Background: an optimization exercise with open tools, aiming at small area, a short achievable clock period and few clock cycles per item. Do not read the settings as production practice. Function was checked by simulation only, so behaviour that the tests miss may differ from the original. The flow treats the clock pin as an ideal source, which a real chip does not have. Power is estimated from default activity; no workload was simulated.

<file path="flow/config.mk">
export PLATFORM = sky130hd
export DESIGN_NAME = mem_responder
export DESIGN_NICKNAME = mem_responder
export VERILOG_FILES = /design/flow/design.v
export SDC_FILE = /design/flow/constraint.sdc
export NUM_CORES = 4
export LEC_CHECK = 0
export CAP_MARGIN = 20
export CORE_MARGIN = 2
export CORE_UTILIZATION = 60
export CTS_BUF_LIST = sky130_fd_sc_hd__clkbuf_8
export CTS_CLUSTER_DIAMETER = 50
export CTS_CLUSTER_SIZE = 16
export SETUP_SLACK_MARGIN = 2.4
export SLEW_MARGIN = 20
export SYNTH_HIERARCHICAL = 1
export TNS_END_PERCENT = 100
</file>
<file path="flow/design.v">
`default_nettype none
module mem_responder #(
  parameter int DEPTH   = 64,
  parameter int LATENCY = 2
) (
  input  logic             clk,
  input  logic             rst,
  input  logic             req_valid,
  output logic             req_ready,
  input  logic             req_we,
  input  logic [31:0]      req_addr,
  input  logic [31:0]      req_wdata,
  output logic             resp_valid,
  input  logic             resp_ready,
  output logic [31:0]      resp_rdata,
  output logic             resp_err,
  output logic             busy
);
  localparam int AW = $clog2(DEPTH);
  logic [31:0]   r_mem [DEPTH];
  logic          s_v;
  logic          s_ld;       
  logic          s_err;
  logic [AW-1:0] s_idx;
  logic [DEPTH-1:0] s_sel;   
  logic          o_v;
  logic          o_err;
  logic [31:0]   o_rd;
  logic          r_busy;
  logic          w_acc;
  logic          w_ofree;
  logic          w_smove;
  logic          w_sv_n;
  logic          w_ov_n;
  logic          w_in_err;
  logic          w_in_ld;
  logic          w_in_st;
  logic [AW-1:0] w_in_idx;
  logic          w_sld_n;
  logic [AW-1:0] w_sidx_n;
  logic          w_unused;
  assign w_ofree   = ~o_v | resp_ready;
  assign req_ready = ~s_v | w_ofree;
  assign w_acc     = req_valid & req_ready & ~rst;
  assign w_smove   = s_v & w_ofree;
  assign w_sv_n    = w_acc | (s_v & ~w_ofree);
  assign w_ov_n    = w_smove | (o_v & ~resp_ready);
  assign w_in_err = (req_addr[1:0] != 2'b00);
  assign w_in_ld  = ~req_we & ~w_in_err;
  assign w_in_st  = req_we & ~w_in_err;
  assign w_in_idx = req_addr[AW+1:2];
  assign w_unused = ^{req_addr[31:AW+2], LATENCY[0]};
  assign w_sld_n  = w_acc ? w_in_ld  : s_ld;
  assign w_sidx_n = w_acc ? w_in_idx : s_idx;
  always_ff @(posedge clk) begin
    if (rst) begin
      s_v    <= 1'b0;
      o_v    <= 1'b0;
      r_busy <= 1'b0;
    end else begin
      s_v    <= w_sv_n;
      o_v    <= w_ov_n;
      r_busy <= w_sv_n | w_ov_n;
    end
  end
  always_ff @(posedge clk) begin
    s_ld  <= w_sld_n;
    s_idx <= w_sidx_n;
    if (w_acc) s_err <= w_in_err;
    for (int i = 0; i < DEPTH; i++) begin
      s_sel[i] <= w_sld_n & (w_sidx_n == AW'(i));
    end
    if (w_smove) begin
      o_err <= s_err;
      o_rd  <= w_rd;
    end
  end
  always_ff @(posedge clk) begin
    for (int i = 0; i < DEPTH; i++) begin
      if (w_acc && w_in_st && w_in_idx == AW'(i)) r_mem[i] <= req_wdata;
    end
  end
  logic [DEPTH-1:0] w_sel;
  logic [31:0]      w_rd;
  assign w_sel = s_sel;
  for (genvar b = 0; b < 32; b++) begin : g_rd
    logic [21:0] l1;    
    logic [5:0]  l2;    
    logic [2:0]  l3;    
    for (genvar k = 0; k < 21; k++) begin : g_l1
      mr_aoi222 u_aoi (
        .a0(w_sel[3*k]),   .b0(r_mem[3*k][b]),
        .a1(w_sel[3*k+1]), .b1(r_mem[3*k+1][b]),
        .a2(w_sel[3*k+2]), .b2(r_mem[3*k+2][b]),
        .y(l1[k])
      );
    end
    mr_nand2 u_last (.a(w_sel[63]), .b(r_mem[63][b]), .y(l1[21]));
    for (genvar k = 0; k < 5; k++) begin : g_l2
      mr_nand4 u_n4 (.a(l1[4*k]), .b(l1[4*k+1]), .c(l1[4*k+2]), .d(l1[4*k+3]), .y(l2[k]));
    end
    mr_nand2 u_n2 (.a(l1[20]), .b(l1[21]), .y(l2[5]));
    for (genvar k = 0; k < 3; k++) begin : g_l3
      mr_nor2 u_o (.a(l2[2*k]), .b(l2[2*k+1]), .y(l3[k]));
    end
    mr_nand3 u_f (.a(l3[0]), .b(l3[1]), .c(l3[2]), .y(w_rd[b]));
  end
  assign resp_valid = o_v;
  assign resp_rdata = o_rd;
  assign resp_err   = o_err;
  assign busy       = r_busy;
endmodule
module mr_aoi222 (
  input  logic a0, b0, a1, b1, a2, b2,
  output logic y
);
  assign y = ~((a0 & b0) | (a1 & b1) | (a2 & b2));
endmodule
module mr_nand2 (
  input  logic a, b,
  output logic y
);
  assign y = ~(a & b);
endmodule
module mr_nand4 (
  input  logic a, b, c, d,
  output logic y
);
  assign y = ~(a & b & c & d);
endmodule
module mr_nor2 (
  input  logic a, b,
  output logic y
);
  assign y = ~(a | b);
endmodule
module mr_nand3 (
  input  logic a, b, c,
  output logic y
);
  assign y = ~(a & b & c);
endmodule
`default_nettype wire
</file>
<file path="flow/run.sh">
#!/bin/bash
# synth_recipe.tcl (not shown) runs the flow's synth.tcl, then flattens the netlist and writes it again
# the make line also repeats each setting of config.mk as NAME=value (left out here)
make -C /OpenROAD-flow-scripts/flow DESIGN_CONFIG=/design/flow/config.mk WORK_HOME=/design/flow/orfs CLKGATE_MAP_FILE= SYNTH_SCRIPT=/design/flow/synth_recipe.tcl finish
</file>
<file path="flow/constraint.sdc">
create_clock -name core_clock -period 5.0 [get_ports {clk}]
set_input_delay 1.0000 -clock core_clock [delete_from_list [all_inputs] [get_ports {clk}]]
set_output_delay 1.0000 -clock core_clock [all_outputs]
set_load 0.01 [all_outputs]
</file>
==> results of run 1 <==
[registers in the layout, summed over array words and instances, names as in the netlist]
signal / flops
o_err: 1
o_rd: 32
o_v: 1
r_busy: 1
r_mem: 2048
s_err: 1
s_idx: 6
s_ld: 1
s_sel: 64
s_v: 1
[per-module statistics from Yosys, one instance, submodules excluded]
module,times used,flops+latches,cell area [um2],cells inside
mem_responder,1,2156,66000,2468
mr_aoi222,672,0,10.0,1
mr_nand4,160,0,6.26,1
mr_nand3,32,0,5.00,1
mr_nand2,64,0,3.75,1
mr_nor2,96,0,3.75,1
[final timing paths]
kind / start / to / slack, ns / depth (start not counted)
max reg2reg: s_sel[15] / o_rd[17] / 2.39 / 5
max: o_rd[22] / resp_rdata[22] / 2.34 / 1
min: req_wdata[0] / r_mem[32][0] / 0.35 / 1
min reg2reg: s_v / o_v / 0.51 / 2
[logic make-up after synthesis]
family	count (synthesis)	share of synthesized area, %
flip-flops	2156	86.0
AO/OA/AOI/OAI	746	9.80
AND/OR/NAND/NOR	534	3.84
buffers and inverters	50	0.297
multiplexers	6	0.0908
[metrics by stage]
step	instances	hold WS [ns]	util, %	setup slack [ns]
after floorplan	3492	0.400	-	1.54
after global placement	5337	0.496	63.7	0.854
after detailed placement	5337	0.522	63.7	0.822
after CTS	5599	0.264	66.5	2.18
after global routing	5606	0.315	66.7	2.28
final	5610	0.353	66.7	2.34
[timing repair]
item | in CTS | in global routing
gates cloned | 1 | 0
endpoints found under the hold margin | 0 | 0
buffers inserted | 6 | 5
gates resized for setup | 230 | 66
pin swaps | 6 | 12
setup endpoints to repair | 2097 | 1783
[layer usage]
layer	vias to the layer above	routed length (um)	GRT usage, %
met2	2684	95600	49.2
met5	-	41	0
met1	21100	78100	47.5
li1	16800	-	-
met3	282	24700	6.25
met4	6	7980	12.0
[cells in the mapped netlist (all sizes together)]
cell type,n,share of area [%]
o211ai,6,0.061
or3,7,0.066
or2,2,0.017
o21ai,2,0.013
nor3b,2,0.020
nor4b,3,0.035
o22ai,27,0.23
nand3,54,0.36
and3b,2,0.024
nand2,91,0.46
buf,14,0.12
mux2,6,0.091
dfxtp,74,2.0
nor4bb,2,0.027
nor2,119,0.60
inv,2,0.010
clkbuf,34,0.17
and4,36,0.42
edfxtp,2082,84
and4bb,1,0.017
nor4,11,0.092
nor2b,12,0.10
and2,1,0.0084
nand2b,7,0.059
a222oi,672,9.0
nand3b,1,0.010
o2111ai,2,0.024
nor3,13,0.087
o32ai,37,0.44
nand4,170,1.4
[cell type report]
| class | count | area [um2] |
|---|---|---|
| clock buffer | 176 | 2420 |
| tap | 1637 | 2050 |
| sequential | 2156 | 64000 |
| clock inverter | 79 | 791 |
| antenna | 6 | 15.0 |
| inverter | 2 | 10.0 |
| multi-input combinational | 1287 | 10800 |
| fill | 8054 | 41100 |
| timing repair buffer | 267 | 2250 |
[cell usage in the layout (no fill, tap or decap), types with 6 or more instances in the layout]
cell type / instances
sky130_fd_sc_hd__nor2_2: 24
sky130_fd_sc_hd__inv_1: 17
sky130_fd_sc_hd__and4_4: 6
sky130_fd_sc_hd__buf_2: 64
sky130_fd_sc_hd__nor3_4: 12
sky130_fd_sc_hd__bufinv_16: 14
sky130_fd_sc_hd__buf_4: 122
sky130_fd_sc_hd__buf_6: 49
sky130_fd_sc_hd__o32ai_1: 37
sky130_fd_sc_hd__clkinv_4: 6
sky130_fd_sc_hd__nor2b_1: 10
sky130_fd_sc_hd__edfxtp_1: 2082
sky130_fd_sc_hd__clkinv_1: 10
sky130_fd_sc_hd__inv_6: 6
sky130_fd_sc_hd__a222oi_1: 672
sky130_fd_sc_hd__o211ai_1: 6
sky130_fd_sc_hd__mux2_2: 6
sky130_fd_sc_hd__clkinv_2: 16
sky130_fd_sc_hd__or3_1: 6
sky130_fd_sc_hd__nand3_1: 53
sky130_fd_sc_hd__nand4_1: 170
sky130_fd_sc_hd__diode_2: 6
sky130_fd_sc_hd__nor4_4: 10
sky130_fd_sc_hd__o22ai_1: 27
sky130_fd_sc_hd__buf_12: 9
sky130_fd_sc_hd__nor2_4: 12
sky130_fd_sc_hd__buf_8: 8
sky130_fd_sc_hd__clkbuf_8: 180
sky130_fd_sc_hd__nor2_1: 83
sky130_fd_sc_hd__dfxtp_1: 71
sky130_fd_sc_hd__nand2_1: 88
sky130_fd_sc_hd__and4_2: 27
[power by group]
group          total (uW)  switching, uW  leakage (uW)  internal [uW]
logic                 825            680       0.00438            145
clock network        9510           5490       0.00172           4020
registers           19800           40.7        0.0193          19800
==> out/metrics.json, run 1 <==
{
  "timing": {
    "period_needed_ns": 2.66,
    "slew_viol_final": 0,
    "max_slew_headroom_pct": 28.9,
    "worst_slew_pin_slew_ns": 1.07,
    "setup_total_negative_slack_ns": 0,
    "final-setup-viol-count": 0,
    "finalCritPeriodShare_pct": 53.3,
    "maxClockFrequency_mhz": 375,
    "finClkSkew_ns": 0.0281,
    "final_hold_viol_count": 0,
    "rsz0062_at_grt": "true"
  },
  "worst_hold_path": {
    "worst_hold_path_type": "input pin to flip-flop"
  },
  "logic_synthesis": {
    "syn_inst": 3492,
    "synth_seq_area_share_pct": 86.0,
    "yosys_warnings": 9,
    "post_synth_instance_area_um2": 74400,
    "ys_types": 35,
    "syn_nets": 3561,
    "post_synth.cell_area_avg_um2": 21.3,
    "yosys_register_bits": 2156
  },
  "worst_setup_path": {
    "timing.critical_path.to_type": "output port",
    "crit_required_ns": 4.00,
    "worstPathBufferInverterCount": 1,
    "worst_setup_path_start_kind": "flip-flop",
    "timing_worst_setup_path_type": "flip-flop to output port",
    "worst-path-max-fanout": 1,
    "cpLargestDelayFamily": "flip-flops",
    "cp_slowest_cell": "sky130_fd_sc_hd__edfxtp_1",
    "cp_cell_sequence": "buf_2",
    "stage_delay_of_the_slowest_cell_on_the_critical_path_ns": 0.54,
    "worst_ep_arrival_time_ns": 1.66
  },
  "cells_and_area": {
    "nNetsFinal": 3952,
    "layout-area-overhead-vs-synth_pct": 10.6,
    "fraction_of_layout_instances_using_a_drive_strength_above_1_pct": 15.3,
    "final_area_um2": 82400
  },
  "global_routing": {
    "first_pass_grt_wire_length_mm": 287,
    "globalRoute.totalOverflow": 0,
    "first_global_vias": 38900,
    "grt.total_usage_pct": 32.4,
    "antenna_found_initial": 16,
    "grt_start_max_net_pins": 65
  },
  "clock_network": {
    "cts.hold.buffers_added": 0,
    "clk_latency_ns": 0.93,
    "cts_sink_count": 2156,
    "clockRootBuffer": "sky130_fd_sc_hd__clkbuf_8",
    "cts_buffers": 169,
    "cts.clk_slew.worst_paths_ns": 0.10,
    "cts_tree": "built",
    "cts.htree.levels": 4,
    "ctsLongestPathBuffers": 3
  },
  "pwr": {
    "leakage_uw": 0.0254,
    "power_density_nw_per_um2": 367,
    "total_power_uw": 30200,
    "ir_worst_vdd_mv": 0.277
  },
  "die": {
    "total_core_area_um2": 123000,
    "ioPinCount": 105,
    "fp.dieH_um": 356,
    "floorplan.initialDensity_pct": 60.3,
    "die_w_um": 356,
    "die_area_um2": 127000,
    "row_count": 129
  },
  "detailed_routing": {
    "routed_vias_inst": 7.30,
    "detailroute.via_count": 41000,
    "drt_first_pass_iters": 9,
    "wl_per_cell_um": 36.8,
    "remaining_antenna_violation_count_after_routing": 0,
    "detail_route.wirelength_mm": 206,
    "drc": 0,
    "drt-initial-drc-count": 8872
  },
  "placed_design": {
    "gpl.final_weighted_congestion": 0.924,
    "place.detailed.hpwl_mm": 120,
    "placed_cell_area_um2": 78700,
    "count_of_port_buffers_added_during_placement": 80
  },
  "status": {
    "outcome": "complete, no violations"
  },
  "flow_run": {
    "maxCapViolations": 0
  }
}
Testbench counts, summed over its fixed seeds: cycles 2,064, items 2,048.
==> run 2: changes to the inputs <==
==> flow/flow/run.sh (new file) <==
#!/bin/bash
set -euo pipefail
export BUFFER_PORTS_ARGS="-buffer_cell sky130_fd_sc_hd__buf_2"
export CTS_ARGS="-sink_clustering_enable -repair_clock_nets -sink_clustering_size 16 -sink_clustering_max_diameter 50 -buf_list {sky130_fd_sc_hd__clkbuf_8 sky130_fd_sc_hd__clkbuf_16} -root_buf sky130_fd_sc_hd__clkbuf_16 -tree_buf sky130_fd_sc_hd__clkbuf_16 -sink_clustering_buffer sky130_fd_sc_hd__clkbuf_8 -dont_use_dummy_load"
bash standard.sh > standard.log 2>&1
==> flow/standard.sh (new file) <==
#!/bin/bash
# synth_recipe.tcl (not shown) runs the flow's synth.tcl, then flattens the netlist and writes it again
# the make line also repeats each setting of config.mk as NAME=value (left out here)
make -C /OpenROAD-flow-scripts/flow DESIGN_CONFIG=/design/flow/config.mk WORK_HOME=/design/flow/orfs CLKGATE_MAP_FILE= SYNTH_SCRIPT=/design/flow/synth_recipe.tcl "${@:-finish}"
removed: flow/run.sh
==> run 2 against run 1 <==
Net effect: clock power shrank 11%; combinational power shrank 1%; clock-buffer cell count shrank 5; flip-flop and latch count is the same; sequential share of layout area grew 0.89 points; non-clock buffer count shrank 11; cell count shrank 1.7%; synthesized area is the same; largest cell class unchanged; highest routed layer unchanged.
==> out/metrics.json, run 2 <==
{
  "worst_setup_path": {
    "timing.critical_path.to_type": "flip-flop",
    "worst-path-max-fanout": 32,
    "crit_required_ns": 5.39,
    "timing_worst_setup_path_type": "input pin to flip-flop",
    "worst_ep_arrival_time_ns": 3.05,
    "r2r_cells": 5,
    "worst_setup_path_start_kind": "input pin"
  },
  "placed_design": {
    "setup_slack_after_placement_ns": 1.18,
    "place.detailed.instances": 5329,
    "place.detailed.hpwl_mm": 118,
    "count_of_port_buffers_added_during_placement": 80,
    "placed_cell_area_um2": 78400,
    "gpl.final_weighted_congestion": 0.928
  },
  "detailed_routing": {
    "wl_per_cell_um": 37.2,
    "met2_wirelength_mm": 96.0,
    "routed_vias_inst": 7.37,
    "detailroute.via_count": 40700,
    "met1_length_mm": 77.0,
    "top_layer_used_by_detailed_routing": "met5",
    "drt-initial-drc-count": 8584,
    "detail_route.wirelength_mm": 205,
    "drc": 0,
    "remaining_antenna_violation_count_after_routing": 0,
    "drt_first_pass_iters": 10,
    "met3_length_mm": 25.8
  },
  "global_routing": {
    "first_pass_grt_wire_length_mm": 284,
    "antenna_found_initial": 21,
    "globalRoute.totalOverflow": 0,
    "grt_start_max_net_pins": 65,
    "first_global_vias": 38800,
    "grt.total_usage_pct": 32.3
  },
  "clock_network": {
    "clk_latency_ns": 0.79,
    "clockRootBuffer": "sky130_fd_sc_hd__clkbuf_16",
    "ctsLongestPathBuffers": 3,
    "cts_buffers": 171,
    "cts_sink_count": 2156,
    "cts.htree.levels": 4,
    "cts_tree": "built",
    "cts.clk_slew.worst_paths_ns": 0.08
  },
  "logic_synthesis": {
    "ys.flop_type": "sky130_fd_sc_hd__edfxtp_1",
    "post_synth_instance_area_um2": 74400,
    "synth_seq_area_share_pct": 86.0,
    "post_synth.cell_area_avg_um2": 21.3,
    "area_fraction_of_the_dominant_cell_type_after_synthesis_pct": 84.0,
    "syn_nets": 3561,
    "yosys.area.top_type": "sky130_fd_sc_hd__edfxtp_1",
    "cell_types_with_the_highest_counts_after_synthesis": "sky130_fd_sc_hd__edfxtp_1 (2082), sky130_fd_sc_hd__a222oi_1 (672), sky130_fd_sc_hd__nand4_1 (170)",
    "ranking_of_synthesized_cells_by_area": "sky130_fd_sc_hd__edfxtp_1 (84%), sky130_fd_sc_hd__a222oi_1 (9.0%), sky130_fd_sc_hd__dfxtp_1 (2.0%), sky130_fd_sc_hd__nand4_1 (1.4%), sky130_fd_sc_hd__nor2_1 (0.59%)",
    "async_flop_share_pct": 0,
    "post_synth_edffs": 2082,
    "yosys_register_bits": 2156,
    "ys_types": 35,
    "syn_inst": 3492,
    "yosys_warnings": 9,
    "synth.most_common_cell": "sky130_fd_sc_hd__edfxtp_1"
  },
  "worst_hold_path": {
    "worst_hold_path_type": "input pin to flip-flop",
    "holdPathStages": 2
  },
  "timing": {
    "finClkSkew_ns": 0.0659,
    "final-setup-viol-count": 0,
    "final_hold_viol_count": 0,
    "period_needed_ns": 2.66,
    "max_slew_headroom_pct": 31.4,
    "setup_total_negative_slack_ns": 0,
    "slew_viol_final": 0,
    "rsz0062_at_grt": "true",
    "maxClockFrequency_mhz": 376,
    "worst_slew_pin_slew_ns": 1.02,
    "layout_setup_ws_ns": 2.34,
    "finalCritPeriodShare_pct": 53.2
  },
  "pwr": {
    "ir_worst_vdd_mv": 0.384,
    "total_power_uw": 29200,
    "leakage_uw": 0.0249,
    "power_density_nw_per_um2": 358
  },
  "die": {
    "floorplan.initialDensity_pct": 60.3,
    "fp.dieH_um": 356,
    "ioPinCount": 105,
    "die_w_um": 356,
    "row_count": 129,
    "total_core_area_um2": 123000,
    "die_area_um2": 127000
  },
  "cells_and_area": {
    "instances_no_fill": 5517,
    "most-common-layout-cells": "sky130_fd_sc_hd__edfxtp_1 (2082), sky130_fd_sc_hd__a222oi_1 (672), sky130_fd_sc_hd__nand4_1 (170), sky130_fd_sc_hd__clkbuf_8 (154), sky130_fd_sc_hd__buf_4 (138)",
    "largest-register": "r_mem",
    "fraction_of_layout_instances_using_a_drive_strength_above_1_pct": 13.9,
    "reg.largest.list": "r_mem: 2048 flops, s_sel: 64 flops, o_rd: 32 flops",
    "largest_reg_flops": 2048,
    "final_area_um2": 81400,
    "layout.filler_cells": 8118,
    "layout-area-overhead-vs-synth_pct": 9.36,
    "most_common_cell_after_layout_fill_and_taps_aside": "sky130_fd_sc_hd__edfxtp_1",
    "nNetsFinal": 3946
  },
  "flow_run": {
    "maxCapViolations": 0
  },
  "status": {
    "outcome": "complete, no violations"
  }
}
[run 2: cell counts after synthesis]
Identical to the previous run, type by type.
[run 2: metrics by stage]
step | utilization, % | hold WS, ns
after floorplan | - | 0.400
after global placement | 63.5 | 0.488
after detailed placement | 63.5 | 0.521
after CTS | 65.8 | 0.411
after global routing | 65.9 | 0.440
final | 65.9 | 0.470
[run 2: timing repair]
item | 4_1_cts | 5_1_grt
pin swaps | 10 | 16
cloned | 4 | 0
setup buffers | 7 | 1
endpoints found under the hold margin | 0 | 0
gates resized for setup | 58 | 32
hold buffers | 0 | 0
endpoints found under the setup margin | 1730 | 143
[run 2: final timing paths]
path,startpoint,end,slack (ns)
worst max register to register,s_sel[15],o_rd[22],2.37
worst min register to register,s_ld,s_ld,0.55
worst min-delay path,rst,s_v,0.47
worst max-delay path,req_addr[1],r_mem[59][0],2.34
[run 2: worst max-delay path, stage by stage]
cell and delay (ns):
sky130_fd_sc_hd__buf_2 0.11, sky130_fd_sc_hd__or2_1 0.45, sky130_fd_sc_hd__nor2_2 0.46, sky130_fd_sc_hd__buf_4 0.28, sky130_fd_sc_hd__and4_2 0.23, sky130_fd_sc_hd__buf_4 0.47
[run 2: layer usage]
layer  up-vias  GRT usage, %
met5         -             0
met4        10          10.3
met3       288          6.98
met2      2748          49.7
met1     20900          46.9
li1      16800             -
[run 2: layout make-up]
cell class / count / area (um2) / area share [%]
diodes: 5 / 12.5 / 0.0154
clock buffers: 171 / 2540 / 3.13
inverters: 2 / 10.0 / 0.0123
multi-input cells: 1290 / 10800 / 13.3
flip-flops and latches: 2156 / 64000 / 78.6
well taps: 1637 / 2050 / 2.52
repair buffers: 256 / 1980 / 2.44
[run 2: logic make-up (layout without fill, tap and decap cells)]
kind of cell	after synthesis	in the layout	synth area share (%)
other cells	0	5	0
compound gates	746	746	9.80
buf+inv	50	429	0.297
flops	2156	2156	86.0
simple gates	534	538	3.84
mux	6	6	0.0908
[run 2: modules after synthesis (local to each module, per instance)]
module | copies in the design | area [um2]
mr_nand4 | 160 | 6.26
mr_nand2 | 64 | 3.75
mem_responder | 1 | 66000
mr_nand3 | 32 | 5.00
mr_nor2 | 96 | 3.75
mr_aoi222 | 672 | 10.0
[run 2: power by group]
group | internal (uW) | total, uW | switching (uW)
clock network | 3370 | 8510 | 5140
registers | 19800 | 19800 | 35.4
logic | 138 | 813 | 675
total | 23300 | 29200 | 5850
==> run 3: changes to the inputs <==
--- a/flow/config.mk
+++ b/flow/config.mk
@@ -11,7 +11,7 @@
 export CTS_BUF_LIST = sky130_fd_sc_hd__clkbuf_8
 export CTS_CLUSTER_DIAMETER = 50
 export CTS_CLUSTER_SIZE = 16
-export SETUP_SLACK_MARGIN = 2.4
+export SETUP_SLACK_MARGIN = 2.7
 export SLEW_MARGIN = 20
 export SYNTH_HIERARCHICAL = 1
 export TNS_END_PERCENT = 100
==> run 3 against run 2 <==
Net effect: utilization increased by 1.9 points; synthesized area stayed put; synthesized cell count did not move; non-clock buffer count up 100; worst setup slack better by 0.065 ns; via count rose by 2.3%; die area is the same; critical path type is now input pin to output port; critical endpoint is now req_ready; largest power group unchanged; highest routed layer unchanged.
==> out/metrics.json, run 3 <==
{
  "flow_run": {
    "maxCapViolations": 0
  },
  "worst_setup_path": {
    "stage_delay_of_the_slowest_cell_on_the_critical_path_ns": 0.31,
    "worst-path-max-fanout": 2,
    "timing_worst_setup_path_type": "input pin to output port",
    "crit_required_ns": 4.00,
    "timing.critical_path.to_type": "output port",
    "worst_ep_arrival_time_ns": 1.59,
    "cp_slowest_cell": "sky130_fd_sc_hd__and3b_4",
    "worst_setup_path_start_kind": "input pin",
    "cp_cell_sequence": "buf_8 -> and3b_4 -> inv_4 -> buf_6"
  },
  "logic_synthesis": {
    "yosys.area.top_type": "sky130_fd_sc_hd__edfxtp_1",
    "syn_inst": 3492,
    "ys_types": 35,
    "ranking_of_synthesized_cells_by_area": "sky130_fd_sc_hd__edfxtp_1 (84%), sky130_fd_sc_hd__a222oi_1 (9.0%), sky130_fd_sc_hd__dfxtp_1 (2.0%), sky130_fd_sc_hd__nand4_1 (1.4%), sky130_fd_sc_hd__nor2_1 (0.59%)",
    "synth_seq_area_share_pct": 86.0,
    "area_fraction_of_the_dominant_cell_type_after_synthesis_pct": 84.0,
    "post_synth.cell_area_avg_um2": 21.3,
    "syn_nets": 3561,
    "cell_types_with_the_highest_counts_after_synthesis": "sky130_fd_sc_hd__edfxtp_1 (2082), sky130_fd_sc_hd__a222oi_1 (672), sky130_fd_sc_hd__nand4_1 (170)",
    "synth.most_common_cell": "sky130_fd_sc_hd__edfxtp_1",
    "yosys_register_bits": 2156,
    "async_flop_share_pct": 0,
    "ys.flop_type": "sky130_fd_sc_hd__edfxtp_1",
    "post_synth_instance_area_um2": 74400,
    "post_synth_edffs": 2082,
    "yosys_warnings": 9
  },
  "cells_and_area": {
    "reg.largest.list": "r_mem: 2048 flops, s_sel: 64 flops, o_rd: 32 flops",
    "instances_no_fill": 5619,
    "finish.utilization_pct": 67.8,
    "most_common_cell_after_layout_fill_and_taps_aside": "sky130_fd_sc_hd__edfxtp_1",
    "largest-register": "r_mem",
    "nNetsFinal": 4046,
    "fraction_of_layout_instances_using_a_drive_strength_above_1_pct": 18.0,
    "layout-area-overhead-vs-synth_pct": 12.5,
    "layout.filler_cells": 7852,
    "multi_input_gate_area_um2": 11300,
    "most-common-layout-cells": "sky130_fd_sc_hd__edfxtp_1 (2082), sky130_fd_sc_hd__a222oi_1 (672), sky130_fd_sc_hd__nand4_1 (170), sky130_fd_sc_hd__clkbuf_8 (155), sky130_fd_sc_hd__buf_4 (146)",
    "final_area_um2": 83700,
    "largest_reg_flops": 2048,
    "regArea_um2": 64000
  },
  "timing": {
    "final_hold_viol_count": 0,
    "worst_slew_pin_slew_ns": 0.918,
    "rsz0062_at_grt": "true",
    "slew_viol_final": 0,
    "worst_hold_slack_after_final_layout_ns": 0.470,
    "period_needed_ns": 2.59,
    "maxClockFrequency_mhz": 386,
    "max_slew_headroom_pct": 38.5,
    "finalCritPeriodShare_pct": 51.9,
    "final-setup-viol-count": 0,
    "finClkSkew_ns": 0.0581,
    "setup_total_negative_slack_ns": 0
  },
  "pwr": {
    "power_density_nw_per_um2": 349,
    "netSwitchingFraction_pct": 20.2,
    "leakage_uw": 0.0260,
    "comb_power_share_pct": 3.0,
    "cell_internal_pwr_uw": 23300,
    "power.clock.fraction_pct": 29.2,
    "ir_worst_vdd_mv": 0.383,
    "p_seq_share_pct": 67.8,
    "netSwitchingPower_uw": 5900
  },
  "global_routing": {
    "grt.met3_usage_pct": 6.72,
    "grt.busiest_layer": "met2",
    "grt.total_usage_pct": 32.5,
    "grt_start_max_net_pins": 65,
    "globalRouteMet1Util_pct": 47.6,
    "globalRoute.totalOverflow": 0,
    "first_pass_grt_wire_length_mm": 287,
    "first_global_vias": 39100,
    "grt_use_met2_pct": 50.4,
    "antenna_found_initial": 19
  },
  "die": {
    "floorplan.initialDensity_pct": 60.3,
    "die_w_um": 356,
    "row_count": 129,
    "total_core_area_um2": 123000,
    "ioPinCount": 105,
    "die_area_um2": 127000,
    "fp.dieH_um": 356
  },
  "placed_design": {
    "place.detailed.instances": 5329,
    "gpl.final_weighted_congestion": 0.928,
    "place.detailed.hpwl_mm": 118,
    "placed_cell_area_um2": 78400,
    "count_of_port_buffers_added_during_placement": 80
  },
  "detailed_routing": {
    "wl_per_cell_um": 38.0,
    "remaining_antenna_violation_count_after_routing": 0,
    "drt-initial-drc-count": 8678,
    "drt_first_pass_iters": 10,
    "detailroute.via_count": 41600,
    "routed_vias_inst": 7.41,
    "detail_route.wirelength_mm": 214,
    "drc": 0
  },
  "clock_network": {
    "cts_tree": "built",
    "cts.hold.buffers_added": 0,
    "clockRootBuffer": "sky130_fd_sc_hd__clkbuf_16",
    "ctsLongestPathBuffers": 3,
    "cts_sink_count": 2156,
    "cts_buffers": 171,
    "cts.clk_slew.worst_paths_ns": 0.06,
    "cts.htree.levels": 4,
    "clk_latency_ns": 0.79
  },
  "status": {
    "outcome": "complete, no violations"
  },
  "worst_hold_path": {
    "worst_hold_path_type": "input pin to flip-flop"
  }
}
## run 3: area by class of cell
cell class	instances	area share [%]
diodes	7	0.0209
clock buffers	171	3.04
inverters	2	0.0120
multi-input cells	1290	13.4
flip-flops and latches	2156	76.5
well taps	1637	2.45
repair buffers	356	4.56
## run 3: logic make-up (layout without fill, tap and decap cells)
| logic type | after synthesis | in the layout | share of synthesized area [%] |
|---|---|---|---|
| and+or+nand+nor | 534 | 538 | 3.84 |
| AOI/OAI and AO/OA | 746 | 746 | 9.80 |
| buffers and inverters | 50 | 529 | 0.297 |
| other | 0 | 7 | 0 |
| muxes | 6 | 6 | 0.0908 |
| DFF | 2156 | 2156 | 86.0 |
## run 3: through the flow
stage | total power [uW] | setup WS [ns]
3_5_place_dp | 21000 | 1.18
4_1_cts | 29300 | 2.41
3_3_place_gp | 21000 | 1.18
2_1_floorplan | 20500 | 1.54
6_report | 29200 | 2.41
5_1_grt | 30000 | 2.40
## run 3: timing repair
item / 4_1_cts / 5_1_grt
resized for setup: 264 / 118
setup buffers: 27 / 54
cloned: 9 / 22
pin swaps: 76 / 63
setup endpoints to repair: 2146 / 1600
## run 3: path summary, 6_finish.rpt
path | start | endpoint | slack, ns | cells after the start
worst min register to register | s_v | o_v | 0.52 | 2
worst max-delay path | resp_ready | req_ready | 2.41 | 4
worst min-delay path | rst | s_v | 0.47 | 2
worst max register to register | s_sel[17] | o_rd[22] | 2.55 | 5
## run 3: power groups by stage
stage / registers, uW / clock network (uW) / logic, uW
finish: 19800 / 8530 / 869
global route: 19800 / 9300 / 895
CTS: 19800 / 8660 / 830
detailed placement: 20300 / 0 / 781
global placement: 20300 / 0 / 754
floorplan: 20300 / 0 / 203
## run 3: metal layers
metal  vias up  wire length (um)
li1      17000                 -
met1     21400             79500
met2      2928            100000
met3       308             27700
met4        10              6120
met5         -                71
## run 3: modules after synthesis, one instance, submodules excluded
| module | copies in the design | cells | flip-flops and latches | area (um2) |
|---|---|---|---|---|
| mr_aoi222 | 672 | 1 | 0 | 10.0 |
| mem_responder | 1 | 2468 | 2156 | 66000 |
| mr_nand2 | 64 | 1 | 0 | 3.75 |
| mr_nor2 | 96 | 1 | 0 | 3.75 |
| mr_nand4 | 160 | 1 | 0 | 6.26 |
| mr_nand3 | 32 | 1 | 0 | 5.00 |
## run 3: critical path, delay by kind of cell
kind	cells	cell delay [ns]
buffers and inverters	3	0.28
and+or+nand+nor	1	0.31
==> run 4: changes to the inputs <==
--- a/flow/design.v
+++ b/flow/design.v
@@ -27,6 +27,7 @@
   logic          o_err;
   logic [31:0]   o_rd;
   logic          r_busy;
+  logic          r_full;     
   logic          w_acc;
   logic          w_ofree;
   logic          w_smove;
@@ -40,7 +41,7 @@
   logic [AW-1:0] w_sidx_n;
   logic          w_unused;
   assign w_ofree   = ~o_v | resp_ready;
-  assign req_ready = ~s_v | w_ofree;
+  mr_nand2b u_rdy (.a_n(resp_ready), .b(r_full), .y(req_ready));
   assign w_acc     = req_valid & req_ready & ~rst;
   assign w_smove   = s_v & w_ofree;
   assign w_sv_n    = w_acc | (s_v & ~w_ofree);
@@ -57,10 +58,12 @@
       s_v    <= 1'b0;
       o_v    <= 1'b0;
       r_busy <= 1'b0;
+      r_full <= 1'b0;
     end else begin
       s_v    <= w_sv_n;
       o_v    <= w_ov_n;
       r_busy <= w_sv_n | w_ov_n;
+      r_full <= w_sv_n & w_ov_n;
     end
   end
   always_ff @(posedge clk) begin
@@ -116,6 +119,12 @@
 );
   assign y = ~((a0 & b0) | (a1 & b1) | (a2 & b2));
 endmodule
+module mr_nand2b (
+  input  logic a_n, b,
+  output logic y
+);
+  assign y = ~(~a_n & b);
+endmodule
 module mr_nand2 (
   input  logic a, b,
   output logic y
==> flow/flow/run.sh (replaced) <==
#!/bin/bash
set -euo pipefail
export BUFFER_PORTS_ARGS="-buffer_cell sky130_fd_sc_hd__buf_2"
export CTS_ARGS="-sink_clustering_enable -repair_clock_nets -sink_clustering_size 16 -sink_clustering_max_diameter 50 -buf_list {sky130_fd_sc_hd__clkbuf_8 sky130_fd_sc_hd__clkbuf_16} -root_buf sky130_fd_sc_hd__clkbuf_16 -tree_buf sky130_fd_sc_hd__clkbuf_16 -sink_clustering_buffer sky130_fd_sc_hd__clkbuf_8 -dont_use_dummy_load"
export POST_CTS_TCL="$PWD/flow/post_cts.tcl"
export ECO_MAX_DELAY=2.3
bash standard.sh > standard.log 2>&1
==> flow/flow/post_cts.tcl (new file) <==
# Extra timing repair after CTS.
# The paths from inputs to outputs are bounded by the fixed I/O delays and
# stop repair_timing early. First over-constrain the paths that end at
# registers (a tighter limit than the clock gives) so repair works on them,
# then drop those limits and repair again against the real constraints.
log_cmd estimate_parasitics -placement
set_max_delay $::env(ECO_MAX_DELAY) -from [all_registers] -to [all_registers]
set_max_delay $::env(ECO_MAX_DELAY) -from [all_inputs] -to [all_registers]
log_cmd repair_timing -setup -setup_margin 0 -repair_tns 100 -skip_last_gasp -verbose
unset_path_exceptions -from [all_registers] -to [all_registers]
unset_path_exceptions -from [all_inputs] -to [all_registers]
log_cmd estimate_parasitics -placement
log_cmd repair_timing -setup -setup_margin [expr {[info exists ::env(SETUP_SLACK_MARGIN)] ? $::env(SETUP_SLACK_MARGIN) : 0}] -repair_tns 100 -verbose
log_cmd detailed_placement
check_placement -verbose
report_checks -path_delay max -format end -group_path_count 10
report_design_area
--- a/flow/config.mk
+++ b/flow/config.mk
@@ -11,7 +11,7 @@
 export CTS_BUF_LIST = sky130_fd_sc_hd__clkbuf_8
 export CTS_CLUSTER_DIAMETER = 50
 export CTS_CLUSTER_SIZE = 16
-export SETUP_SLACK_MARGIN = 2.7
+export SETUP_SLACK_MARGIN = 2.5
 export SLEW_MARGIN = 20
 export SYNTH_HIERARCHICAL = 1
 export TNS_END_PERCENT = 100
==> run 4 against run 3 <==
Net effect: still clean; synthesized cell count decreased by 1.1%; clock skew rose by 0.015 ns; fmax rose by 1.7%; flip-flop and latch count increased by 1; critical path depth increased by 1; sequential power hardly changed; sequential share of layout area rose by 1.5 points; largest cell class unchanged.
==> out/metrics.json, run 4 <==
{
  "placed_design": {
    "setup_slack_after_placement_ns": 0.916,
    "place.detailed.hpwl_mm": 112,
    "gpl.final_weighted_congestion": 0.941,
    "placed_cell_area_um2": 78300,
    "place.detailed.instances": 5282,
    "count_of_port_buffers_added_during_placement": 80
  },
  "detailed_routing": {
    "routed_vias_inst": 7.34,
    "drt_first_pass_iters": 10,
    "detailroute.via_count": 40500,
    "drt-initial-drc-count": 8568,
    "drc": 0,
    "wl_per_cell_um": 37.1,
    "detail_route.wirelength_mm": 205,
    "remaining_antenna_violation_count_after_routing": 0
  },
  "worst_setup_path": {
    "timing.critical_path.to_type": "flip-flop",
    "worst_setup_path_start_kind": "flip-flop",
    "cp_slowest_cell": "sky130_fd_sc_hd__a222oi_1",
    "crit_required_ns": 5.45,
    "timing_worst_setup_path_type": "flip-flop to flip-flop",
    "cpLargestDelayFamily": "simple AND/OR/NAND/NOR gates",
    "worst-path-max-fanout": 15,
    "worstPathBufferInverterCount": 1,
    "stage_delay_of_the_slowest_cell_on_the_critical_path_ns": 0.53,
    "worst_ep_arrival_time_ns": 3.00,
    "cp_cell_sequence": "buf_12 -> a222oi_1 -> nand4_1 -> nor2_4 -> nand3_2"
  },
  "pwr": {
    "power_density_nw_per_um2": 355,
    "netSwitchingFraction_pct": 20.0,
    "netSwitchingPower_uw": 5840,
    "power.clock.fraction_pct": 29.1,
    "cell_internal_pwr_uw": 23300,
    "ir_worst_vdd_mv": 0.405,
    "p_seq_share_pct": 68.1,
    "comb_power_share_pct": 2.8,
    "leakage_uw": 0.0253
  },
  "logic_synthesis": {
    "cell_types_with_the_highest_counts_after_synthesis": "sky130_fd_sc_hd__edfxtp_1 (2082), sky130_fd_sc_hd__a222oi_1 (672), sky130_fd_sc_hd__nand4_1 (172)",
    "synth.most_common_cell": "sky130_fd_sc_hd__edfxtp_1",
    "yosys_warnings": 9,
    "async_flop_share_pct": 0,
    "ranking_of_synthesized_cells_by_area": "sky130_fd_sc_hd__edfxtp_1 (84%), sky130_fd_sc_hd__a222oi_1 (9.1%), sky130_fd_sc_hd__dfxtp_1 (2.0%), sky130_fd_sc_hd__nand4_1 (1.5%), sky130_fd_sc_hd__nor2_1 (0.67%)",
    "ys_types": 37,
    "area_fraction_of_the_dominant_cell_type_after_synthesis_pct": 84.4,
    "syn_nets": 3522,
    "yosys_register_bits": 2157,
    "synth_seq_area_share_pct": 86.4,
    "yosys.area.top_type": "sky130_fd_sc_hd__edfxtp_1",
    "post_synth.cell_area_avg_um2": 21.5,
    "ys.flop_type": "sky130_fd_sc_hd__edfxtp_1",
    "syn_inst": 3453,
    "post_synth_edffs": 2082,
    "post_synth_instance_area_um2": 74100
  },
  "timing": {
    "finalCritPeriodShare_pct": 51.0,
    "final-setup-viol-count": 0,
    "max_slew_headroom_pct": 25.3,
    "setup_total_negative_slack_ns": 0,
    "finClkSkew_ns": 0.0733,
    "rsz0062_at_grt": "true",
    "maxClockFrequency_mhz": 392,
    "final_hold_viol_count": 0,
    "period_needed_ns": 2.55,
    "slew_viol_final": 0,
    "worst_slew_pin_slew_ns": 1.12,
    "layout_setup_ws_ns": 2.45
  },
  "clock_network": {
    "cts_tree": "built",
    "cts.clk_slew.worst_paths_ns": 0.09,
    "cts_sink_count": 2157,
    "clk_latency_ns": 0.79
  },
  "status": {
    "outcome": "complete, no violations"
  },
  "global_routing": {
    "antenna_found_initial": 11,
    "first_pass_grt_wire_length_mm": 283,
    "globalRoute.totalOverflow": 0,
    "grt_start_max_net_pins": 65,
    "grt.total_usage_pct": 32.4,
    "first_global_vias": 38400
  },
  "die": {
    "ioPinCount": 105,
    "fp.dieH_um": 355,
    "floorplan.initialDensity_pct": 60.6,
    "die_w_um": 355,
    "row_count": 128,
    "total_core_area_um2": 122000,
    "die_area_um2": 126000
  },
  "cells_and_area": {
    "most-common-layout-cells": "sky130_fd_sc_hd__edfxtp_1 (2082), sky130_fd_sc_hd__a222oi_1 (672), sky130_fd_sc_hd__nand4_1 (172), sky130_fd_sc_hd__clkbuf_8 (154), sky130_fd_sc_hd__buf_4 (152)",
    "most_common_cell_after_layout_fill_and_taps_aside": "sky130_fd_sc_hd__edfxtp_1",
    "fraction_of_layout_instances_using_a_drive_strength_above_1_pct": 16.1,
    "reg.largest.list": "r_mem: 2048 flops, s_sel: 64 flops, o_rd: 32 flops",
    "largest_reg_flops": 2048,
    "largest-register": "r_mem",
    "final_area_um2": 82200,
    "instances_no_fill": 5514,
    "nNetsFinal": 3955,
    "layout-area-overhead-vs-synth_pct": 10.9,
    "layout.filler_cells": 7856
  },
  "worst_hold_path": {
    "worst_hold_path_type": "input pin to flip-flop"
  },
  "flow_run": {
    "maxCapViolations": 0
  }
}
## run 4: cell count changes after synthesis, moves of 8 or more
cell	previous run	this run
sky130_fd_sc_hd__mux2i_1	0	8
sky130_fd_sc_hd__o22ai_1	27	0
sky130_fd_sc_hd__and4_1	36	1
sky130_fd_sc_hd__a211oi_1	0	32
sky130_fd_sc_hd__nor3_1	13	64
sky130_fd_sc_hd__nor2_1	118	133
sky130_fd_sc_hd__nand2_1	91	82
sky130_fd_sc_hd__o32ai_1	37	0
sky130_fd_sc_hd__nor4_1	11	3
sky130_fd_sc_hd__clkbuf_1	34	22
sky130_fd_sc_hd__nand3_1	54	40
## run 4: modules after synthesis, one instance, submodules excluded
module         cell area (um2)  cells  flops+latches
mr_nand2b                 6.26      1              0
mr_nand3                  5.00      1              0
mr_nand2                  3.75      1              0
mr_nand4                  6.26      1              0
mem_responder            65600   2428           2157
mr_aoi222                 10.0      1              0
mr_nor2                   3.75      1              0
## run 4: cell type report
type	count	area, um2	area share [%]
clock buffers	171	2540	3.10
inverters	2	33.8	0.0411
diodes	5	12.5	0.0152
multi-input cells	1265	11000	13.4
repair buffers	289	2480	3.02
flip-flops and latches	2157	64000	77.9
well taps	1625	2030	2.47
## run 4: power by group through the flow
stage / logic (uW) / registers [uW] / clock network [uW]
after floorplan: 211 / 20300 / 0
after global placement: 732 / 20300 / 0
after detailed placement: 761 / 20300 / 0
after global routing: 853 / 19900 / 9230
final: 823 / 19900 / 8490
## run 4: kinds of logic after synthesis
group | Yosys count | share of synthesized area (%)
flip-flops | 2157 | 86.4
multiplexers | 11 | 0.174
AND/OR/NAND/NOR | 537 | 3.73
buffers and inverters | 40 | 0.257
AO/OA/AOI/OAI | 708 | 9.44
## run 4: layer usage
layer	GRT usage (%)	routed length, um	vias to the layer above
met4	11.5	7340	8
met5	0	49	-
met3	6.45	24600	319
met1	46.2	75900	20800
li1	-	-	16600
met2	50.9	96600	2715
## run 4: per-stage QoR
step	hold slack (ns)	total power [uW]	utilization (%)
after floorplan	0.400	20500	-
after global placement	0.452	21000	64.0
after detailed placement	0.457	21000	64.1
after global routing	0.401	29900	67.2
final	0.426	29200	67.2
## run 4: path summary, 6_finish.rpt
| kind | startpoint | endpoint | slack, ns | cells after the start |
|---|---|---|---|---|
| max | s_sel[15] | o_rd[8] | 2.45 | 5 |
| min | rst | o_v | 0.43 | 2 |
| max reg2reg | s_sel[15] | o_rd[8] | 2.45 | 5 |
| min reg2reg | s_ld | s_ld | 0.47 | 2 |
Testbench counts of run 4, summed over its fixed seeds: cycles 2,064, items 2,048.
==> run 5: changes to the inputs <==
==> flow/flow/run.sh (replaced) <==
#!/bin/bash
set -euo pipefail
export BUFFER_PORTS_ARGS="-buffer_cell sky130_fd_sc_hd__buf_2"
export CTS_ARGS="-sink_clustering_enable -repair_clock_nets -sink_clustering_size 16 -sink_clustering_max_diameter 50 -buf_list {sky130_fd_sc_hd__clkbuf_8 sky130_fd_sc_hd__clkbuf_16} -root_buf sky130_fd_sc_hd__clkbuf_16 -tree_buf sky130_fd_sc_hd__clkbuf_16 -sink_clustering_buffer sky130_fd_sc_hd__clkbuf_8 -dont_use_dummy_load"
export POST_CTS_TCL="$PWD/flow/post_cts.tcl"
export ECO_MAX_DELAY=2.2
bash standard.sh > standard.log 2>&1
==> run 5 against run 4 <==
Net effect: die area unchanged; global-route usage grew 0.20 points; worst setup slack gained 0.052 ns; highest routed layer unchanged; critical path depth decreased by 4; clock power about the same; non-clock buffer count increased by 12; synthesized area stayed put; sequential share of layout area fell by 0.41 points; hold slack better by 0.0068 ns; fmax increased by 2.1%; critical path type is now flip-flop to output port.
==> out/metrics.json, run 5 <==
{
  "status": {
    "outcome": "complete, no violations"
  },
  "logic_synthesis": {
    "yosys.area.top_type": "sky130_fd_sc_hd__edfxtp_1",
    "synth.most_common_cell": "sky130_fd_sc_hd__edfxtp_1",
    "post_synth_edffs": 2082,
    "post_synth_instance_area_um2": 74100,
    "cell_types_with_the_highest_counts_after_synthesis": "sky130_fd_sc_hd__edfxtp_1 (2082), sky130_fd_sc_hd__a222oi_1 (672), sky130_fd_sc_hd__nand4_1 (172)",
    "area_fraction_of_the_dominant_cell_type_after_synthesis_pct": 84.4,
    "yosys_register_bits": 2157,
    "ys.flop_type": "sky130_fd_sc_hd__edfxtp_1",
    "syn_nets": 3522,
    "post_synth.cell_area_avg_um2": 21.5,
    "ys_types": 37,
    "ranking_of_synthesized_cells_by_area": "sky130_fd_sc_hd__edfxtp_1 (84%), sky130_fd_sc_hd__a222oi_1 (9.1%), sky130_fd_sc_hd__dfxtp_1 (2.0%), sky130_fd_sc_hd__nand4_1 (1.5%), sky130_fd_sc_hd__nor2_1 (0.67%)",
    "async_flop_share_pct": 0,
    "synth_seq_area_share_pct": 86.4,
    "syn_inst": 3453,
    "yosys_warnings": 9
  },
  "detailed_routing": {
    "routed_vias_inst": 7.32,
    "drt-initial-drc-count": 8171,
    "drc": 0,
    "detailroute.via_count": 40500,
    "wl_per_cell_um": 37.2,
    "detail_route.wirelength_mm": 206,
    "remaining_antenna_violation_count_after_routing": 0,
    "drt_first_pass_iters": 7
  },
  "worst_setup_path": {
    "r2r_start": "s_sel[15]",
    "worstSetupPathDepth": 1,
    "worst_setup_path_start_kind": "flip-flop",
    "cp_cell_sequence": "buf_2",
    "worstPathBufferInverterCount": 1,
    "timing_worst_setup_path_type": "flip-flop to output port",
    "critical_path.endpoint": "resp_rdata[16]",
    "stage_delay_of_the_slowest_cell_on_the_critical_path_ns": 0.53,
    "reg2reg_slack_ns": 2.50,
    "worst_ep_arrival_time_ns": 1.50,
    "cp_slowest_cell": "sky130_fd_sc_hd__edfxtp_1",
    "timing.critical_path.to_type": "output port",
    "cp-startpoint": "o_rd[16]",
    "worst-path-max-fanout": 1,
    "timing.rr.end": "o_rd[14]",
    "crit_required_ns": 4.00,
    "r2r_cells": 6,
    "cpLargestDelayFamily": "flip-flops"
  },
  "cells_and_area": {
    "largest-register": "r_mem",
    "layout-area-overhead-vs-synth_pct": 11.5,
    "reg.largest.list": "r_mem: 2048 flops, s_sel: 64 flops, o_rd: 32 flops",
    "nNetsFinal": 3967,
    "largest_reg_flops": 2048,
    "most-common-layout-cells": "sky130_fd_sc_hd__edfxtp_1 (2082), sky130_fd_sc_hd__a222oi_1 (672), sky130_fd_sc_hd__nand4_1 (172), sky130_fd_sc_hd__clkbuf_8 (156), sky130_fd_sc_hd__buf_4 (135)",
    "fraction_of_layout_instances_using_a_drive_strength_above_1_pct": 16.7,
    "most_common_cell_after_layout_fill_and_taps_aside": "sky130_fd_sc_hd__edfxtp_1",
    "layout.filler_cells": 7808
  },
  "die": {
    "ioPinCount": 105,
    "floorplan.initialDensity_pct": 60.6,
    "die_area_um2": 126000,
    "fp.dieH_um": 355,
    "row_count": 128,
    "total_core_area_um2": 122000,
    "die_w_um": 355
  },
  "flow_run": {
    "maxCapViolations": 0
  },
  "timing": {
    "max_slew_headroom_pct": 31.5,
    "worst_slew_pin_slew_ns": 0.999,
    "worst_hold_slack_after_final_layout_ns": 0.432,
    "final-setup-viol-count": 0,
    "finClkSkew_ns": 0.0664,
    "rsz0062_at_grt": "true",
    "maxClockFrequency_mhz": 400,
    "slew_viol_final": 0,
    "setup_total_negative_slack_ns": 0,
    "period_needed_ns": 2.50,
    "final_hold_viol_count": 0,
    "finalCritPeriodShare_pct": 50.0
  },
  "global_routing": {
    "grt.total_usage_pct": 32.6,
    "first_pass_grt_wire_length_mm": 285,
    "globalRoute.totalOverflow": 0,
    "first_global_vias": 38400,
    "antenna_found_initial": 12,
    "grt_start_max_net_pins": 65
  },
  "clock_network": {
    "clk_latency_ns": 0.78,
    "cts.clk_slew.worst_paths_ns": 0.09,
    "cts_tree": "built",
    "cts_sink_count": 2157
  },
  "pwr": {
    "leakage_uw": 0.0255,
    "power_density_nw_per_um2": 353,
    "ir_worst_vdd_mv": 0.404
  },
  "placed_design": {
    "gpl.final_weighted_congestion": 0.941,
    "place.detailed.hpwl_mm": 112,
    "count_of_port_buffers_added_during_placement": 80
  },
  "worst_hold_path": {
    "worst_hold_path_type": "input pin to flip-flop",
    "holdPathStages": 2
  }
}
## run 5: cell counts after synthesis
No cell type changed its count.
## run 5: modules after synthesis, one instance, submodules excluded
module         cell area [um2]  flops+latches
mr_aoi222                 10.0              0
mr_nor2                   3.75              0
mem_responder            65600           2157
mr_nand2                  3.75              0
mr_nand4                  6.26              0
mr_nand3                  5.00              0
mr_nand2b                 6.26              0
## run 5: power breakdown
| group | internal (uW) | switching, uW |
|---|---|---|
| clock network | 3370 | 5120 |
| registers | 19800 | 37.8 |
| logic | 155 | 682 |
| total | 23300 | 5840 |
## run 5: layout make-up
| cell class | instances | area (um2) | share of cell area (%) |
|---|---|---|---|
| multi-input cells | 1265 | 11200 | 13.5 |
| repair buffers | 301 | 2770 | 3.35 |
| diodes | 3 | 7.51 | 0.00909 |
| clock buffers | 171 | 2540 | 3.08 |
| flip-flops and latches | 2157 | 64000 | 77.5 |
| well taps | 1625 | 2030 | 2.46 |
| inverters | 2 | 36.3 | 0.0439 |
## run 5: stage by stage
step | cells | instance area (um2) | power [uW] | worst slack (ns) | util [%]
detailed placement | 5282 | 78300 | 21000 | 0.916 | 64.1
floorplan | 3453 | 74800 | 20500 | 1.47 | -
finish | 5524 | 82600 | 29200 | 2.50 | 67.6
global route | 5523 | 82600 | 30000 | 2.46 | 67.6
global placement | 5276 | 78200 | 21000 | 0.942 | 64.0
## run 5: cell families after synthesis
logic type	after synthesis	synth area share (%)
flops	2157	86.4
compound gates	708	9.44
simple gates	537	3.73
buf+inv	40	0.257
mux	11	0.174
## run 5: worst reg2reg max path, cell delays in order (launching register included)
cell and delay [ns]:
sky130_fd_sc_hd__dfxtp_4 0.37, sky130_fd_sc_hd__buf_12 0.15, sky130_fd_sc_hd__buf_4 0.15, sky130_fd_sc_hd__a222oi_1 0.41, sky130_fd_sc_hd__nand4_1 0.60, sky130_fd_sc_hd__nor2_4 0.39, sky130_fd_sc_hd__nand3_4 0.15
## run 5: worst min-delay path by stage
stage,start,end
global route,rst,o_v
detailed placement,s_ld,s_ld
finish,rst,o_v
global placement,s_idx[4],s_idx[4]
floorplan,s_err,o_err
## run 5: routing by layer
| layer | wire length (um) | vias up | track usage, % |
|---|---|---|---|
| met2 | 97200 | 2592 | 51.1 |
| met5 | 57 | - | 0 |
| met3 | 24400 | 310 | 6.54 |
| met1 | 76800 | 20900 | 46.6 |
| met4 | 7040 | 8 | 11.4 |
| li1 | - | 16600 | - |
==> run 6: changes to the inputs <==
--- a/flow/config.mk
+++ b/flow/config.mk
@@ -7,7 +7,7 @@
 export LEC_CHECK = 0
 export CAP_MARGIN = 20
 export CORE_MARGIN = 2
-export CORE_UTILIZATION = 60
+export CORE_UTILIZATION = 68
 export CTS_BUF_LIST = sky130_fd_sc_hd__clkbuf_8
 export CTS_CLUSTER_DIAMETER = 50
 export CTS_CLUSTER_SIZE = 16
==> run 6 against run 5 <==
Net effect: register-to-register slack worse by 0.03 ns; clock skew is 0.026 ns lower; critical path type is now flip-flop to flip-flop; still clean on timing, DRC and antenna; utilization is 8.0 points higher; largest cell class unchanged; wire length fell by 4.6%; die area decreased by 12%; hold slack better by 0.026 ns; fmax shrank 1.3%.
==> out/metrics.json, run 6 <==
{
  "die": {
    "floorplan.initialDensity_pct": 68.4,
    "ioPinCount": 105,
    "fp.dieH_um": 334,
    "total_core_area_um2": 108000,
    "row_count": 121,
    "die_area_um2": 112000,
    "die_w_um": 334
  },
  "global_routing": {
    "grt.total_usage_pct": 35.4,
    "antenna_found_initial": 9,
    "globalRoute.totalOverflow": 0,
    "first_global_vias": 38700,
    "grt_start_max_net_pins": 65,
    "first_pass_grt_wire_length_mm": 275
  },
  "cells_and_area": {
    "most_common_cell_after_layout_fill_and_taps_aside": "sky130_fd_sc_hd__edfxtp_1",
    "reg.largest.list": "r_mem: 2048 flops, s_sel: 64 flops, o_rd: 32 flops",
    "layout.filler_cells": 5967,
    "layout-area-overhead-vs-synth_pct": 10.5,
    "nNetsFinal": 3948,
    "fraction_of_layout_instances_using_a_drive_strength_above_1_pct": 16.1,
    "largest_reg_flops": 2048,
    "multi_input_gate_area_um2": 11000,
    "largest-register": "r_mem",
    "regArea_um2": 64000,
    "most-common-layout-cells": "sky130_fd_sc_hd__edfxtp_1 (2082), sky130_fd_sc_hd__a222oi_1 (672), sky130_fd_sc_hd__nand4_1 (172), sky130_fd_sc_hd__clkbuf_8 (150), sky130_fd_sc_hd__buf_4 (138)"
  },
  "logic_synthesis": {
    "post_synth_edffs": 2082,
    "area_fraction_of_the_dominant_cell_type_after_synthesis_pct": 84.4,
    "ranking_of_synthesized_cells_by_area": "sky130_fd_sc_hd__edfxtp_1 (84%), sky130_fd_sc_hd__a222oi_1 (9.1%), sky130_fd_sc_hd__dfxtp_1 (2.0%), sky130_fd_sc_hd__nand4_1 (1.5%), sky130_fd_sc_hd__nor2_1 (0.67%)",
    "ys.flop_type": "sky130_fd_sc_hd__edfxtp_1",
    "syn_inst": 3453,
    "post_synth_instance_area_um2": 74100,
    "synth.most_common_cell": "sky130_fd_sc_hd__edfxtp_1",
    "post_synth.cell_area_avg_um2": 21.5,
    "syn_nets": 3522,
    "async_flop_share_pct": 0,
    "synth_seq_area_share_pct": 86.4,
    "ys_types": 37,
    "cell_types_with_the_highest_counts_after_synthesis": "sky130_fd_sc_hd__edfxtp_1 (2082), sky130_fd_sc_hd__a222oi_1 (672), sky130_fd_sc_hd__nand4_1 (172)",
    "yosys_warnings": 9,
    "yosys_register_bits": 2157,
    "yosys.area.top_type": "sky130_fd_sc_hd__edfxtp_1"
  },
  "timing": {
    "period_needed_ns": 2.53,
    "worst_slew_pin_slew_ns": 0.998,
    "final_hold_viol_count": 0,
    "max_slew_headroom_pct": 32.0,
    "layout_setup_ws_ns": 2.47,
    "finalCritPeriodShare_pct": 50.6,
    "setup_total_negative_slack_ns": 0,
    "maxClockFrequency_mhz": 395,
    "final-setup-viol-count": 0,
    "slew_viol_final": 0,
    "finClkSkew_ns": 0.0405,
    "rsz0062_at_grt": "true"
  },
  "worst_setup_path": {
    "r2r_cells": 5,
    "worst_setup_path_start_kind": "flip-flop",
    "worst_ep_arrival_time_ns": 3.02,
    "r2r_start": "s_sel[15]",
    "reg2reg_slack_ns": 2.47,
    "timing.critical_path.to_type": "flip-flop",
    "worst-path-max-fanout": 14,
    "crit_required_ns": 5.49,
    "timing_worst_setup_path_type": "flip-flop to flip-flop",
    "timing.rr.end": "o_rd[16]"
  },
  "pwr": {
    "comb_power_share_pct": 2.8,
    "cell_internal_pwr_uw": 23200,
    "leakage_uw": 0.0253,
    "ir_worst_vdd_mv": 0.288,
    "netSwitchingPower_uw": 5750,
    "p_seq_share_pct": 68.5,
    "power.clock.fraction_pct": 28.8,
    "power_density_nw_per_um2": 354,
    "netSwitchingFraction_pct": 19.8
  },
  "worst_hold_path": {
    "worstHoldStart": "s_err",
    "hold_end": "o_err",
    "worst_hold_path_type": "flip-flop to flip-flop",
    "holdPathStages": 0
  },
  "detailed_routing": {
    "detail_route.wirelength_mm": 196,
    "drt-initial-drc-count": 8868,
    "detailroute.via_count": 40600,
    "routed_vias_inst": 7.66,
    "drc": 0,
    "remaining_antenna_violation_count_after_routing": 0,
    "wl_per_cell_um": 37.0,
    "drt_first_pass_iters": 10
  },
  "status": {
    "outcome": "complete, no violations"
  },
  "placed_design": {
    "gpl.final_weighted_congestion": 0.910,
    "place.detailed.hpwl_mm": 106,
    "setup_slack_after_placement_ns": 1.07,
    "count_of_port_buffers_added_during_placement": 80
  },
  "flow_run": {
    "maxCapViolations": 0
  },
  "clock_network": {
    "cts_tree": "built",
    "cts.clk_slew.worst_paths_ns": 0.10,
    "cts_sink_count": 2157,
    "clk_latency_ns": 0.76
  }
}
## run 6: cell counts after synthesis
No cell type changed its count.
## run 6: per-layer routing
| layer | share of wire, % | track usage, % | routed length (um) |
|---|---|---|---|
| met3 | 14 | 7.94 | 27600 |
| met4 | 4.3 | 14.0 | 8450 |
| met2 | 46 | 53.3 | 90200 |
| met5 | 0.014 | 0 | 27 |
| met1 | 36 | 51.7 | 69800 |
## run 6: per-stage QoR
stage | hold slack [ns] | instances | instance area (um2) | utilization [%] | total power [uW]
3_3_place_gp | 0.445 | 5074 | 78000 | 72.0 | 21000
3_5_place_dp | 0.409 | 5074 | 78000 | 72.0 | 21000
6_report | 0.459 | 5293 | 81900 | 75.6 | 29000
2_1_floorplan | 0.400 | 3453 | 74800 | - | 20500
5_1_grt | 0.461 | 5291 | 81900 | 75.5 | 29700
## run 6: how the worst max path moves through the flow
stage,end,startpoint,depth (start not counted)
floorplan,r_mem[29][0],resp_ready,6
global placement,r_mem[29][8],req_addr[2],6
detailed placement,r_mem[29][8],req_addr[2],6
global route,o_rd[11],s_sel[15],5
finish,o_rd[16],s_sel[15],5
## run 6: logic make-up after synthesis
kind of cell           synth area share, %
buffers and inverters                0.257
AO/OA/AOI/OAI                         9.44
AND/OR/NAND/NOR                       3.73
flip-flops                            86.4
multiplexers                         0.174
## run 6: modules after synthesis, one instance, submodules excluded
module         flip-flops and latches  cells
mem_responder                    2157   2428
mr_aoi222                           0      1
mr_nand2b                           0      1
mr_nand4                            0      1
mr_nand3                            0      1
mr_nand2                            0      1
mr_nor2                             0      1
## run 6: power groups by stage
stage	registers, uW	logic (uW)	clock network (uW)
3_5_place_dp	20300	743	0
5_1_grt	19800	831	9010
6_report	19800	800	8350
3_3_place_gp	20300	711	0
2_1_floorplan	20300	211	0
## run 6: area by class of cell
cell class              instances  share of cell area [%]
diodes                          2                 0.00611
clock buffers                 166                    3.02
inverters                       2                  0.0183
multi-input cells            1262                    13.5
flip-flops and latches       2157                    78.2
well taps                    1414                    2.16
repair buffers                290                    3.13
## run 6: critical path: stages, from the launching register on
cell,delay [ns]
sky130_fd_sc_hd__dfxtp_4,0.37
sky130_fd_sc_hd__buf_12,0.16
sky130_fd_sc_hd__a222oi_1,0.61
sky130_fd_sc_hd__nand4_1,0.51
sky130_fd_sc_hd__nor2_4,0.45
sky130_fd_sc_hd__nand3_2,0.15

[what the ideal ports hide]
How much do the figures lean on ideal ports? The routed layouts below were timed once more, with nothing changed but the port constraints. Step 1 (the two cells are an assumption about what drives the block):
set clk [get_ports {clk}]
set_driving_cell -lib_cell sky130_fd_sc_hd__clkbuf_16 $clk
set_driving_cell -lib_cell sky130_fd_sc_hd__buf_2 [delete_from_list [all_inputs] $clk]
Step 2 moves the port delays by t, midway between the first and last clock arrival at a register: inputs arrive t later, outputs are due t later. That takes back most of the time a late clock gives input paths. a / b / c = ideal ports / drivers / drivers and shift; a / b = the first two.
| run | t, ns | slack for setup (ns) | worst data-port slew with drivers (ns) |
|---|---|---|---|
| run 1 | 0.989 | 2.336 / 2.261 / 1.356 | 0.14 |
| run 2 | 0.838 | 2.342 / 2.365 / 1.559 | 0.15 |
| run 3 | 0.835 | 2.407 / 2.363 / 1.783 | 0.14 |
| run 4 | 0.831 | 2.451 / 2.425 / 1.746 | 0.11 |
| run 5 | 0.828 | 2.502 / 2.426 / 1.843 | 0.13 |
| run 6 | 0.812 | 2.469 / 2.469 / 1.921 | 0.10 |
After both steps setup and hold are still met in every run listed. For run 1, which loses most, drivers alone change the setup slack by -0.075 ns; drivers and shift together by -0.980 ns.
